Source: an optimization exercise on an open RTL-to-GDS flow (aim: small area and a short achievable clock period). Production flows keep margins and buffers that such runs may drop.
Where RTL was checked, it was by simulation tests only, not by an equivalence proof against the original.
Power is estimated from default activity; no workload was simulated.

## nlb_lpbk
module nlb_lpbk
(
  input  logic                    Clk_400,
  input  logic                    rst_n,
  input  logic                    mmio_wr_valid,
  input  logic                    mmio_rd_valid,
  input  logic [16-1:0] mmio_addr,
  input  logic [16-1:0]   mmio_tid,
  input  logic [64-1:0] mmio_wdata,
  output logic                    mmio_rsp_valid,
  output logic [16-1:0]   mmio_rsp_tid,
  output logic [64-1:0] mmio_rsp_data,
  output logic                    rd_req_valid,
  output logic [42-1:0]  rd_req_addr,
  output logic [16-1:0]   rd_req_tid,
  input  logic                    rd_almfull,
  input  logic                    rd_rsp_valid,
  input  logic [16-1:0]   rd_rsp_tid,
  input  logic [512-1:0]  rd_rsp_data,
  output logic                    wr_req_valid,
  output logic [42-1:0]  wr_req_addr,
  output logic [16-1:0]   wr_req_tid,
  output logic [512-1:0]  wr_req_data,
  input  logic                    wr_almfull,
  input  logic                    wr_rsp_valid,
  input  logic [16-1:0]   wr_rsp_tid
);
Size: roughly 1400 I/O pins, about 51000 um2 of cells after synthesis.
export LEC_CHECK = 0
export CAP_MARGIN = 20
export CORE_AREA = 10 10 490 490
export DIE_AREA = 0 0 500 500
export SETUP_SLACK_MARGIN = 3.3
export SLEW_MARGIN = 20
export TNS_END_PERCENT = 5
create_clock -name core_clock -period 6.0 [get_ports {Clk_400}]
standard.sh (not shown) runs the stock make flow with config.mk's settings and CLKGATE_MAP_FILE= SYNTH_SCRIPT=/design/flow/synth_recipe.tcl, a recipe that flattens the netlist after the stock synthesis.
==> flow/flow/run.sh <==
#!/bin/bash
# Standard ORFS layout, with plain buf_1 cells as the port buffers and a
# clock tree of larger sink clusters without dummy loads.
set -euo pipefail
export BUFFER_PORTS_ARGS="-buffer_cell sky130_fd_sc_hd__buf_1"
export CTS_ARGS="-sink_clustering_enable -repair_clock_nets -dont_use_dummy_load -sink_clustering_size 20 -sink_clustering_max_diameter 120 -buf_list {sky130_fd_sc_hd__clkbuf_16}"
bash standard.sh finish > run_standard.log 2>&1
Rerun with:
Settings changed: TNS_END_PERCENT 5 to default.
What happened:
- This time the run completed, yet does not pass: antenna rules
- first-iteration DRC count is higher by 18%
- clock-buffer cell count is unchanged
- synthesized area is unchanged
- final area is higher by 8.6%
- total power is higher by 0.42%
Rerun with:
Settings changed: SETUP_SLACK_MARGIN 3.3 to 3.45, TNS_END_PERCENT from default to 5.
With this change the flow went through all stages and came out clean.
Synthesized cell count does not change.
Synthesized area stays the same.
Setup slack improves by 0.072 ns.
Die area stays the same.
Worst hold slack improves by 0.046 ns.
Non-clock buffer count drops by 139.
Register-to-register slack is about the same.
First-iteration DRC count drops by 13%.
Function was not checked in any run of this note: the RTL went through the layout flow alone.


== run 1 ==
Another version of the RTL of nlb_lpbk (not shown whole).
Size in the first run: roughly 1200 flip-flops, roughly 1400 I/O pins, about 49000 um^2 of cells after synthesis.
clock: 6.0 ns
lec_check: 0
cap_margin: 20
core_area: 8 8 460 460
die_area: 0 0 468 468
place_density: 0.75
setup_slack_margin: 3.3
slew_margin: 20
Scripts as last shown in full above: flow/flow/run.sh
Changes in run 2 relative to run 1:
--- a/flow/config.mk
+++ b/flow/config.mk
@@ -8,4 +8,4 @@
 export CAP_MARGIN = 20
-export CORE_AREA = 8 8 460 460
-export DIE_AREA = 0 0 468 468
+export CORE_AREA = 10 10 490 490
+export DIE_AREA = 0 0 500 500
 export PLACE_DENSITY = 0.75
[summary]
Of run 2 and run 1, run 2 shows the lower post-route fraction of the period consumed by the critical path, with run 1 above it.
Share of final-layout standard cells stronger than drive strength 1 in run 2 is 0.32 points lower than in run 1
Run 2 vs run 1, non-clock buffer contribution to total cell area went down by 0.16 points.
Edits applied to the flow inputs when going from run 2 to run 3:
==> flow/flow/run.sh <==
#!/bin/bash
# Standard ORFS layout, with plain buf_1 cells as the port buffers and a
# clock tree of larger sink clusters without dummy loads.
set -euo pipefail
export BUFFER_PORTS_ARGS="-buffer_cell sky130_fd_sc_hd__buf_1"
export CTS_ARGS="-sink_clustering_enable -repair_clock_nets -dont_use_dummy_load -sink_clustering_size 14 -sink_clustering_max_diameter 100 -buf_list {sky130_fd_sc_hd__clkbuf_8}"
bash standard.sh finish > run_standard.log 2>&1
--- a/flow/config.mk
+++ b/flow/config.mk
@@ -7,2 +7,3 @@
 export LEC_CHECK = 0
+export ABC_CLOCK_PERIOD_IN_PS = 3000
 export CAP_MARGIN = 20
@@ -10,3 +11,2 @@
 export DIE_AREA = 0 0 500 500
-export PLACE_DENSITY = 0.75
 export SETUP_SLACK_MARGIN = 3.3
## What came out
Run 3: flow completed, timing, DRC and antenna clean. Run 3 against run 2: layout buffering overhead excluding clock cells went up by 6.7 points, layout overhead on the synthesized area went up by 13 points, actual transition at the worst max-transition pin went up by 0.0036 ns. Fill cell total of the finished layout ends up higher on run 2. Per the comparison of run 3 with run 2, final antenna diode count went up, clock insertion delay at the later pin of the skew report saw an increase.
--- input diff run 3..run 4 ---
==> flow/flow/run.sh <==
#!/bin/bash
# Standard ORFS layout, with plain buf_1 cells as the port buffers and a
# clock tree of mid-size buffers without dummy loads.
set -euo pipefail
export BUFFER_PORTS_ARGS="-buffer_cell sky130_fd_sc_hd__buf_1"
export CTS_ARGS="-sink_clustering_enable -repair_clock_nets -dont_use_dummy_load -sink_clustering_size 20 -sink_clustering_max_diameter 60 -buf_list {sky130_fd_sc_hd__clkbuf_8 sky130_fd_sc_hd__clkbuf_16}"
bash standard.sh finish > run_standard.log 2>&1
==> notes.md <==
Run 3 reports its critical path capture point as rd_req_addr[0] while run 4 reports rd_req_valid. In run 4 the number of iterations in the first detailed-routing pass turned out 1 lower than in run 3. Comparing run 3 and run 4, the higher logic depth of the worst path, buffers included was measured on run 4. Clock buffer count in the final layout (run 4 / run 3): 1.3. Summary — length of routed met2 wiring, run 4 relative to run 3: higher, by 1.2%. Row fraction of power consumed by the clock network: run 4 higher / run 3 lower. Diff run 3 -> run 4 | cell-internal power | increase of about 22%. Compared with run 3, run 4 shows a transition time at the pin with the least slew margin that is 0.089 ns higher. Between run 3 and run 4, final instance area decreased. The relative contribution of combinational cells to total power reported for run 4 is smaller than that of run 3 by 3.1 points.


The RTL this note starts from:
==> flow/design.v <==
package nlb_pkg;
  typedef enum logic [2:0]
  {
    LPBK1 = 3'd0,
    READ  = 3'd1,
    WRITE = 3'd2,
    TRPUT = 3'd3
  } nlb_mode_e;
  typedef struct packed
  {
    logic [64-4:0] rsvd;
    logic force_cmp;
    logic start;
    logic test_rst_n;
  } nlb_ctl_t;
  typedef struct packed
  {
    logic [64-6:0] rsvd_hi;
    nlb_mode_e mode;
    logic [1:0] rsvd_lo;
  } nlb_cfg_t;
  typedef union packed
  {
    logic [64-1:0] raw;
    nlb_ctl_t ctl;
    nlb_cfg_t cfg;
  } nlb_csr_word_u;
endpackage
`timescale 1ns/1ps
module nlb_lpbk
(
  input  logic                    Clk_400,
  input  logic                    rst_n,
  input  logic                    mmio_wr_valid,
  input  logic                    mmio_rd_valid,
  input  logic [16-1:0] mmio_addr,
  input  logic [16-1:0]   mmio_tid,
  input  logic [64-1:0] mmio_wdata,
  output logic                    mmio_rsp_valid,
  output logic [16-1:0]   mmio_rsp_tid,
  output logic [64-1:0] mmio_rsp_data,
  output logic                    rd_req_valid,
  output logic [42-1:0]  rd_req_addr,
  output logic [16-1:0]   rd_req_tid,
  input  logic                    rd_almfull,
  input  logic                    rd_rsp_valid,
  input  logic [16-1:0]   rd_rsp_tid,
  input  logic [512-1:0]  rd_rsp_data,
  output logic                    wr_req_valid,
  output logic [42-1:0]  wr_req_addr,
  output logic [16-1:0]   wr_req_tid,
  output logic [512-1:0]  wr_req_data,
  input  logic                    wr_almfull,
  input  logic                    wr_rsp_valid,
  input  logic [16-1:0]   wr_rsp_tid
);
  logic [64-1:0] scratch;
  logic [64-1:0] src_reg;
  logic [64-1:0] dst_reg;
  logic [32-1:0]   num_lines;
  logic [64-1:0] ctl;
  logic [64-1:0] ctl_nx;
  logic [64-1:0] cfg;
  logic [64-1:0] rd_data;
  logic run;
  logic run_nx;
  logic cfg_wr_en;
  assign run    = ctl[0] & ctl[1];
  assign ctl_nx = !rst_n ? '0
                : (mmio_wr_valid && mmio_addr == 16'h0138) ? mmio_wdata : ctl;
  assign run_nx = ctl_nx[0] & ctl_nx[1];
  assign cfg_wr_en = mmio_wr_valid & ~run;
  always_ff @(posedge Clk_400)
  begin
    ctl <= ctl_nx;
    if (!rst_n)
    begin
      src_reg   <= '0;
      dst_reg   <= '0;
      num_lines <= '0;
      cfg       <= '0;
    end
    else if (cfg_wr_en)
    begin
      case (mmio_addr)
        16'h0120:  src_reg   <= mmio_wdata;
        16'h0128:  dst_reg   <= mmio_wdata;
        16'h0130: num_lines <= mmio_wdata[32-1:0];
        16'h0140:       cfg       <= mmio_wdata;
        default:            ;
      endcase
    end
  end
  always_ff @(posedge Clk_400)
  begin
    if (cfg_wr_en && mmio_addr == 16'h0100)
      scratch <= mmio_wdata;
  end
  logic m_copy;    
  logic m_pat;     
  logic m_rd;      
  logic m_wr;      
  logic need_r;    
  logic [2:0] mode_nx;
  assign mode_nx = !rst_n ? 3'd0
                 : (cfg_wr_en && mmio_addr == 16'h0140) ? mmio_wdata[4:2] : cfg[4:2];
  always_ff @(posedge Clk_400)
  begin
    m_copy <= (mode_nx == 3'd0);
    m_pat  <= (mode_nx[2:1] == 2'b01);
    m_rd   <= (mode_nx != 3'd2);
    m_wr   <= (mode_nx == 3'd0) | (mode_nx[2:1] == 2'b01);
    need_r <= (mode_nx != 3'd0) & (mode_nx != 3'd2);
  end
  logic run_q;       
  logic going;       
  logic going_nx;
  logic done_q;
  logic done_nx;
  logic test_done;
  logic td_nx;
  logic all_done;
  logic [63:0] num_clocks;
  logic [32-1:0] num_reads;
  logic [32-1:0] num_writes;
  assign all_done = (~m_wr | (num_writes == num_lines))
                  & (~need_r | (num_reads == num_lines));
  assign done_nx  = rst_n & run & (done_q | all_done);
  assign going_nx = run_nx & run;
  assign td_nx    = done_nx | (going_nx & ctl_nx[2]);
  always_ff @(posedge Clk_400)
  begin
    run_q     <= rst_n & run;
    going     <= going_nx;
    done_q    <= done_nx;
    test_done <= td_nx;
    if (!rst_n || !run)
      num_clocks <= '0;
    else if (!test_done)
      num_clocks <= num_clocks + 64'd1;
  end
  logic [32-1:0]  line_idx;
  logic [32-1:0]  line_inc;
  logic [42-1:0] rd_addr_q;
  logic [42-1:0] rd_addr_inc;
  logic [2:0]             pend;
  logic [2:0]             pend_nx;
  logic                   rd_more;
  logic                   rd_more_nx;
  logic                   lines_nz;
  logic                   rd_can;
  assign rd_req_valid = rd_can & ~rd_almfull & ~(m_copy & wr_almfull);
  assign rd_req_addr  = rd_addr_q;
  assign rd_req_tid   = line_idx[16-1:0];
  assign lines_nz    = (num_lines != '0);
  assign line_inc    = line_idx + 1'b1;
  assign rd_addr_inc = rd_addr_q + 1'b1;
  always_comb
  begin
    if (!run_q)
    begin
      rd_more_nx = lines_nz;
      pend_nx    = 3'd0;
    end
    else
    begin
      rd_more_nx = rd_req_valid ? (line_inc != num_lines) : rd_more;
      if (rd_req_valid && !rd_rsp_valid)
        pend_nx = pend + 3'd1;
      else if (!rd_req_valid && rd_rsp_valid)
        pend_nx = pend - 3'd1;
      else
        pend_nx = pend;
    end
  end
  always_ff @(posedge Clk_400)
  begin
    rd_more <= rd_more_nx;
    pend    <= pend_nx;
    rd_can  <= going_nx & m_rd & ~td_nx & rd_more_nx & (pend_nx != 3'd7);
    if (!run_q)
    begin
      line_idx  <= '0;
      rd_addr_q <= src_reg[42-1:0];
    end
    else if (rd_req_valid)
    begin
      line_idx  <= line_inc;
      rd_addr_q <= rd_addr_inc;
    end
  end
  always_ff @(posedge Clk_400)
  begin
    if (!rst_n || !(going && m_rd))
      num_reads <= '0;
    else if (rd_rsp_valid && !test_done)
      num_reads <= num_reads + 1'b1;
  end
  logic [16-1:0]  wr_tid_q;
  logic [42-1:0] wr_addr_q;
  logic [42-1:0] wr_addr_inc;
  logic [512-1:0] wr_data_q;
  logic                   wr_more;
  logic                   wr_more_nx;
  logic                   copy_issue;
  logic                   pat_can;
  logic                   pat_issue;
  logic [32-1:0]  pat_idx;
  logic [32-1:0]  pat_inc;
  logic [32-1:0]  pat_nx;
  assign pat_idx   = wr_data_q[32-1:0];
  assign pat_issue = pat_can & ~wr_almfull;
  assign wr_req_valid = copy_issue | pat_issue;
  assign wr_req_addr  = wr_addr_q;
  assign wr_req_tid   = wr_tid_q;
  assign wr_req_data  = wr_data_q;
  assign pat_inc     = pat_idx + 1'b1;
  assign wr_addr_inc = wr_addr_q + 1'b1;
  logic [4:0][16-1:0] ks_g;
  logic [4:0][16-1:0] ks_p;
  logic [16-1:0] wr_lo_sum;
  logic [42-16-1:0] dst_hi_inc;
  assign ks_g[0] = dst_reg[16-1:0] & rd_rsp_tid;
  assign ks_p[0] = dst_reg[16-1:0] ^ rd_rsp_tid;
  for (genvar l = 0; l < 4; l++)
  begin : g_ks
    for (genvar i = 0; i < 16; i++)
    begin : g_bit
      if (i >= (1 << l))
      begin : g_merge
        assign ks_g[l+1][i] = ks_g[l][i] | (ks_p[l][i] & ks_g[l][i-(1<<l)]);
        assign ks_p[l+1][i] = ks_p[l][i] & ks_p[l][i-(1<<l)];
      end
      else
      begin : g_pass
        assign ks_g[l+1][i] = ks_g[l][i];
        assign ks_p[l+1][i] = ks_p[l][i];
      end
    end
  end
  assign wr_lo_sum  = ks_p[0] ^ {ks_g[4][16-2:0], 1'b0};
  assign dst_hi_inc = dst_reg[42-1:16] + 1'b1;
  assign pat_nx      = !run_q ? '0 : pat_issue ? pat_inc : pat_idx;
  assign wr_more_nx  = !run_q ? lines_nz : pat_issue ? (pat_inc != num_lines) : wr_more;
  always_ff @(posedge Clk_400)
  begin
    copy_issue <= rd_rsp_valid & run & run_nx & m_copy & ~td_nx;
    pat_can    <= going_nx & m_pat & ~td_nx & wr_more_nx;
    wr_more    <= wr_more_nx;
    if (m_copy)
    begin
      wr_tid_q  <= rd_rsp_tid;
      wr_data_q <= rd_rsp_data;
      wr_addr_q <= {ks_g[4][16-1] ? dst_hi_inc : dst_reg[42-1:16],
                    wr_lo_sum};
    end
    else
    begin
      wr_tid_q  <= pat_nx[16-1:0];
      wr_data_q <= {(512/32){pat_nx}};
      if (!run_q)
        wr_addr_q <= dst_reg[42-1:0];
      else if (pat_issue)
        wr_addr_q <= wr_addr_inc;
    end
  end
  always_ff @(posedge Clk_400)
  begin
    if (!rst_n || !(going && m_wr))
      num_writes <= '0;
    else if (wr_rsp_valid && !test_done)
      num_writes <= num_writes + 1'b1;
  end
  always_comb
  begin
    case (mmio_addr)
      16'h0000:       rd_data = 64'h1000_0100_0000_0001;
      16'h0100:   rd_data = scratch;
      16'h0120:  rd_data = src_reg;
      16'h0128:  rd_data = dst_reg;
      16'h0130: rd_data = {{(64-32){1'b0}}, num_lines};
      16'h0138:       rd_data = ctl;
      16'h0140:       rd_data = cfg;
      16'h0160:    rd_data = {{(64-1){1'b0}}, test_done};
      16'h0168:    rd_data = {num_writes, num_reads};
      16'h0170:    rd_data = num_clocks;
      default:            rd_data = '0;
    endcase
  end
  always_ff @(posedge Clk_400)
  begin
    mmio_rsp_valid <= rst_n & mmio_rd_valid;
    mmio_rsp_tid   <= mmio_tid;
    mmio_rsp_data  <= rd_data;
  end
endmodule
export LEC_CHECK = 0
export CAP_MARGIN = 20
export CORE_AREA = 10 10 490 490
export DIE_AREA = 0 0 500 500
export PLACE_DENSITY = 0.75
export SETUP_SLACK_MARGIN = 3.45
export SLEW_MARGIN = 20
create_clock -name core_clock -period 6.0 [get_ports {Clk_400}]
==> flow/flow/run.sh <==
#!/bin/bash
# Standard ORFS layout, with plain buf_1 cells as the port buffers and a
# clock tree of larger sink clusters without dummy loads.
set -euo pipefail
export BUFFER_PORTS_ARGS="-buffer_cell sky130_fd_sc_hd__buf_1"
export CTS_ARGS="-sink_clustering_enable -repair_clock_nets -dont_use_dummy_load -sink_clustering_size 20 -sink_clustering_max_diameter 120 -buf_list {sky130_fd_sc_hd__clkbuf_16}"
bash standard.sh finish > run_standard.log 2>&1
The baseline completed without violations.
Next try:
- SETUP_SLACK_MARGIN: 3.45 -> 3.3
Result:
- sequential share of layout area went up by 2.7 points
- setup slack loses 0.033 ns
- first-iteration DRC count came out lower by 7.6%
- wire length shrinks by 3.6%
- power fell by 1.2%
- clock skew rose by 0.013 ns
- synthesized area stays the same
- final area goes down by 7.1%
- via count fell by 4.5%
- non-clock buffer count falls by 205
- clock power stays flat
No run of this note included a check of the RTL's function; only the layout flow was run.

separate check: timing with driven ports:
How much do the figures lean on ideal ports? The routed layouts below were timed once more, with nothing changed but the port constraints.
Step 1: set_driving_cell puts a clkbuf_16 on Clk_400 and a buf_2 on each other input, an assumption about the parent block.
Step 2 times the ports against the registers' clock, not the clock port: input delays grow and output delays shrink by t, the midpoint of the rising clock arrivals with the driver on.
Three values: no drivers, after step 1, after step 2; two values: the first two.
| run | t (ns) | setup slack, ns | hold slack, ns | worst register clock-pin slew, ns | cell pins on the clock port's net |
|---|---|---|---|---|---|
| the first run of note 1 | 0.790 | 2.841 / 2.699 / 2.009 | 0.456 / 0.456 / 0.456 | 0.11 / 0.11 | 1 |
| the second run of note 1 | 0.820 | 2.782 / 2.827 / 2.007 | 0.411 / 0.411 / 0.411 | 0.12 / 0.12 | 1 |
| the third run of note 1 | 0.796 | 2.853 / 2.698 / 2.001 | 0.457 / 0.457 / 0.457 | 0.11 / 0.11 | 1 |
| run 1 | 0.837 | 2.963 / 2.801 / 2.162 | 0.455 / 0.431 / 0.455 | 0.10 / 0.10 | 1 |
| run 2 | 0.846 | 3.057 / 2.922 / 2.188 | 0.461 / 0.421 / 0.461 | 0.10 / 0.10 | 1 |
| run 3 | 1.023 | 2.975 / 2.873 / 2.025 | 0.363 / 0.301 / 0.442 | 0.12 / 0.12 | 1 |
| run 4 | 0.890 | 3.032 / 2.885 / 2.141 | 0.459 / 0.400 / 0.459 | 0.09 / 0.09 | 1 |
| the first run of note 3 | 0.797 | 3.033 / 2.888 / 2.321 | 0.453 / 0.453 / 0.453 | 0.11 / 0.11 | 1 |
| the second run of note 3 | 0.795 | 3.000 / 2.928 / 2.229 | 0.457 / 0.457 / 0.457 | 0.10 / 0.10 | 1 |
The setup slack of run 3, which loses most, moves by -0.102 ns with the drivers and by -0.950 ns with both steps.
